Source: an optimization exercise on an open RTL-to-GDS flow (aim: small area). Production flows keep margins and buffers that such runs may drop.
Only simulation tests tie the RTL to the original design; equivalence was not proved.
Power and IR drop assume default switching activity.

## preproc_top
module preproc_top (
  input  logic                   clk_i,
  input  logic                   rst_ni,
  input  logic                   cfg_req_i,
  output logic                   cfg_gnt_o,
  input  logic                   cfg_we_i,
  input  preproc_reg_pkg::addr_t cfg_addr_i,
  input  preproc_reg_pkg::word_t cfg_wdata_i,
  output preproc_reg_pkg::word_t cfg_rdata_o,
  output logic                   cfg_rvalid_o,
  input  preproc_pkg::sample_t   idata_i,
  input  logic                   idata_valid_i,
  output logic                   idata_ready_o,
  output preproc_pkg::sample_t   odata_o,
  output logic                   odata_valid_o,
  input  logic                   odata_switch_channel_i,
  input  logic                   odata_ack_sample_i
);
Settings: LEC_CHECK=0, CAP_MARGIN=20, CORE_MARGIN=2, CORE_UTILIZATION=65, PLACE_DENSITY=0.8, SLEW_MARGIN=20; clock period 12.0 ns.
standard.sh (not shown) runs the stock make flow with config.mk's settings and CLKGATE_MAP_FILE= SYNTH_SCRIPT=/design/flow/synth_recipe.tcl, a recipe that flattens the netlist after the stock synthesis.
==> flow/flow/run.sh <==
#!/bin/bash
set -o pipefail
export BUFFER_PORTS_ARGS="-buffer_cell sky130_fd_sc_hd__buf_1"
export CTS_ARGS="-sink_clustering_enable -repair_clock_nets -sink_clustering_size 25 -sink_clustering_max_diameter 100 -buf_list sky130_fd_sc_hd__clkbuf_16 -dont_use_dummy_load"
bash standard.sh finish 2>&1 | tee standard.log
The first run completed without violations.
Next try:
PLACE_DENSITY = not set   (was 0.8)
What happened: Setup slack loses 0.14 ns; count of clock-buffer cells in the layout does not change; final area barely changes; power barely changes; die area stays the same; core utilization hardly moves; final cell count stays the same; synthesized cell count does not change; non-clock buffer count is unchanged; register-to-register slack loses 0.14 ns.

* * *

preproc_top, a different RTL version from the one above (not shown whole).
Size: about 2,600 cells after synthesis, about 610 flip-flops, about 120 I/O pins, roughly 32,000 um^2 of cells after synthesis.
==> flow/config.mk <==
export PLATFORM = sky130hd
export DESIGN_NAME = preproc_top
export DESIGN_NICKNAME = preproc_top
export VERILOG_FILES = /design/flow/design.v
export SDC_FILE = /design/flow/constraint.sdc
export NUM_CORES = 4
export LEC_CHECK = 0
export CAP_MARGIN = 20
export CORE_MARGIN = 2
export CORE_UTILIZATION = 65
export CTS_BUF_LIST = sky130_fd_sc_hd__clkbuf_16
export CTS_CLUSTER_DIAMETER = 100
export CTS_CLUSTER_SIZE = 25
export SLEW_MARGIN = 20
==> flow/constraint.sdc <==
create_clock -name core_clock -period 12.0 [get_ports {clk_i}]
set_input_delay 2.4000 -clock core_clock [delete_from_list [all_inputs] [get_ports {clk_i}]]
set_output_delay 2.4000 -clock core_clock [all_outputs]
set_load 0.01 [all_outputs]
==> flow/flow/run.sh <==
#!/bin/bash
set -o pipefail
export BUFFER_PORTS_ARGS="-buffer_cell sky130_fd_sc_hd__buf_1"
bash standard.sh finish 2>&1 | tee standard.log
Then changed:
==> flow/run.sh (new file) <==
#!/bin/bash
# synth_recipe.tcl (not shown) runs the flow's synth.tcl, then flattens the netlist and writes it again
# the make line also repeats each setting of config.mk as NAME=value (left out here)
make -C /OpenROAD-flow-scripts/flow DESIGN_CONFIG=/design/flow/config.mk WORK_HOME=/design/flow/orfs CLKGATE_MAP_FILE= SYNTH_SCRIPT=/design/flow/synth_recipe.tcl finish
--- a/flow/config.mk
+++ b/flow/config.mk
@@ -10,4 +10 @@
-export CORE_UTILIZATION = 65
-export CTS_BUF_LIST = sky130_fd_sc_hd__clkbuf_16
-export CTS_CLUSTER_DIAMETER = 100
-export CTS_CLUSTER_SIZE = 25
+export CORE_UTILIZATION = 40
removed: flow/flow/run.sh
removed: flow/standard.sh
=> Non-clock buffer count increases by 20. Final area increases by 7.4%. Register-to-register slack gets better by 0.18 ns. Global-route usage decreases by 11 points.
Then changed:
--- a/flow/config.mk
+++ b/flow/config.mk
@@ -10 +10,4 @@
-export CORE_UTILIZATION = 40
+export CORE_UTILIZATION = 65
+export CTS_BUF_LIST = sky130_fd_sc_hd__clkbuf_16
+export CTS_CLUSTER_DIAMETER = 100
+export CTS_CLUSTER_SIZE = 25
After rerunning: Synthesized area stays the same; core utilization rises by 25 points; global-route usage is higher by 11 points; via count fell by 1.7%; sequential power stays flat; final area came out lower by 5.4%.

what the ideal ports hide:
Ports are ideal in the flow. The routed layouts listed here were re-timed in OpenROAD.
Step 1, drivers: a clkbuf_16 drives clk_i and a buf_2 each remaining input, both assumed.
Step 2 adds t to the input delays and takes it off the output delays; t is the mean of the earliest and latest rising clock arrival at the registers after step 1. Input paths then give back, and output paths get back, about the clock's delay inside the block.
Slacks: ideal ports / drivers / drivers and shift; pairs: ideal ports / drivers.
| run | shift t [ns] | setup slack, ns | worst data-port slew with drivers (ns) |
|---|---|---|---|
| the first run of note 1 | 0.641 | 0.822 / 0.822 / 0.383 | 0.10 |
| the second run of note 1 | 0.652 | 0.681 / 0.681 / 0.158 | 0.09 |
| the first run of note 2 | 0.686 | 0.856 / 0.856 / 0.854 | 0.09 |
| the second run of note 2 | 0.685 | 1.039 / 1.039 / 0.552 | 0.06 |
| the third run of note 2 | 0.677 | 0.865 / 0.865 / 0.482 | 0.09 |
After both steps setup and hold are still met in every run listed. The setup slack of the second run of note 1, which loses most, moves by 0.000 ns with the drivers and by -0.523 ns with both steps.
